What follows belongs to an exercise in optimizing a design on an open flow for small area, a short achievable clock period and few clock cycles per item; a production flow would make more cautious choices.
Function was checked by simulation only, so behaviour that the tests miss may differ from the original.
No activity file was given, so power comes from the tool's default toggle rates.

## north
==> flow/design.v (excerpt) <==
module pack_cell_extreme_aggregator_top #(
  parameter int PACKS = pcea_pkg::PACKS_DEFAULT
) (
  input  logic                            clk,
  input  logic                            rst_n,
  input  logic                            in_tvalid,
  output logic                            in_tready,
  input  logic [pcea_pkg::IN_DATA_W-1:0]  in_tdata,
  input  logic                            in_tuser,
  output logic                            out_tvalid,
  input  logic                            out_tready,
  output logic [pcea_pkg::OUT_DATA_W-1:0] out_tdata
);
  logic [PACKS-1:0] wv, wt;
  logic             ev;
  logic [63:0]      bytes;
  logic             stall;
  logic             rdy;
  pcea_front #(
    .PACKS(PACKS)
  ) u_front (
    .clk      (clk),
    .rst_n    (rst_n),
    .in_tvalid(in_tvalid),
    .in_tready(in_tready),
    .in_tdata (in_tdata),
    .in_tuser (in_tuser),
    .stall     (stall),
    .rdy       (rdy),
    .wv_r     (wv),
    .wt_r     (wt),
    .ev_r     (ev),
    .bytes_r  (bytes)
  );
  pcea_back #(
    .PACKS(PACKS)
  ) u_back (
    .clk       (clk),
    .rst_n     (rst_n),
    .wv_r      (wv),
    .wt_r      (wt),
    .ev_r      (ev),
    .bytes_r   (bytes),
    .stall     (stall),
    .rdy_r     (rdy),
  ...
clock: 9.0 ns
lec_check: 0
cap_margin: 20
core_margin: 2
core_utilization: 66
cts_cluster_diameter: 80
cts_cluster_size: 30
place_density: 0.75
setup_slack_margin: 5
slew_margin: 20
run.sh (not shown) runs the stock make flow with config.mk's settings and CLKGATE_MAP_FILE= SYNTH_SCRIPT=/design/flow/synth_recipe.tcl, a recipe that flattens the netlist after the stock synthesis.
Testbench counts of north, summed over its fixed seeds: cycles 16,984, evals 1,288.
Inputs modified between north and south:
Settings: CTS_CLUSTER_DIAMETER changed from 80 to 100; PLACE_DENSITY changed from 0.75 to 0.7; CORE_UTILIZATION changed from 66 to 60.
## What came out
The setup slack of south is larger than that of north.
Of the two values seen for top layer used by detailed routing, met5 was produced by north and met4 by south.
Measured against each other, north and south differ in fmax, the lower figure coming from north.
From north to south the numbers moved as follows: critical path depth decreased 2; post-place instance area essentially unchanged.
## Diff of input files: east against south
Settings: changing CORE_UTILIZATION from 60 to 72; changing CTS_CLUSTER_DIAMETER from 100 to 80; changing PLACE_DENSITY from 0.7 to 0.8; changing CTS_CLUSTER_SIZE from 30 to 24.
## What came out
Of east and south, the lower largest stage delay on the critical path belongs to south. Reported for east and south, global route total overflow turned out identical to the last digit. The first-iteration DRC count in east was higher than what south gave. Proportion of cell area occupied by multi-input gates essentially unchanged between south and east. A critical path capture point of u_back.res_r[65]$_DFFE_PP_ is what south shows, while u_back.u_th.gv_r[2][0]$_DFF_P_ belongs to east. east consumes more power than south does. east against south: proportion of cell area spent on the clock network up 0.69 points; minimum setup slack after placement up 540 ps.

---

== rev 12 ==
Starting RTL as in the previous note.
==> flow/config.mk <==
export PLATFORM = sky130hd
export DESIGN_NAME = pack_cell_extreme_aggregator_top
export DESIGN_NICKNAME = pack_cell_extreme_aggregator_top
export VERILOG_FILES = /design/flow/design.v
export SDC_FILE = /design/flow/constraint.sdc
export NUM_CORES = 4
export LEC_CHECK = 0
export CAP_MARGIN = 20
export CORE_MARGIN = 2
export CORE_UTILIZATION = 40
export CTS_CLUSTER_DIAMETER = 80
export CTS_CLUSTER_SIZE = 24
export SETUP_SLACK_MARGIN = 5
export SLEW_MARGIN = 20
==> flow/constraint.sdc <==
create_clock -name core_clock -period 9.0 [get_ports {clk}]
set_input_delay 1.8000 -clock core_clock [delete_from_list [all_inputs] [get_ports {clk}]]
set_output_delay 1.8000 -clock core_clock [all_outputs]
set_load 0.01 [all_outputs]
Testbench counts of rev 12, summed over its fixed seeds: cycles 16,984, evals 1,288.
Input-level comparison between rev 13 and rev 12:
Settings: CTS_CLUSTER_DIAMETER: 80 -> 100; CTS_CLUSTER_SIZE: 24 -> 30.
Findings:
- Going from rev 12 to rev 13, number of antenna cells inserted picked up an extra 13; share of cell area taken by multi-input logic gates picked up an extra 0.31 points; final core utilization lost 0.43 points.
- Setup slack came out higher on rev 13 than on rev 12.

afterwards: timing with drivers on the ports:
The results above use ideal ports. As a check the final layouts listed here were re-extracted and re-timed, cells and wires unchanged. Step 1, drivers: a clkbuf_16 drives clk and a buf_2 each remaining input, both assumed. Step 2 moves the port delays by t, midway between the first and last clock arrival at a register: inputs arrive t later, outputs are due t later. That takes back most of the time a late clock gives input paths. Three values: ideal ports, drivers, drivers and shift; two values: the first two.
run	shift t [ns]	setup slack, ns	clock arrival spread, ns
north	0.833	5.035 / 5.035 / 4.395	0.052 / 0.052
south	0.799	5.060 / 5.060 / 4.496	0.033 / 0.033
east	0.822	4.913 / 4.913 / 4.367	0.034 / 0.034
rev 12	0.879	4.946 / 4.946 / 4.308	0.058 / 0.058
rev 13	0.836	5.002 / 5.002 / 4.377	0.049 / 0.049
After both steps setup and hold are still met in every run listed. The setup slack of north, which loses most, moves by 0.000 ns with the drivers and by -0.640 ns with both steps.
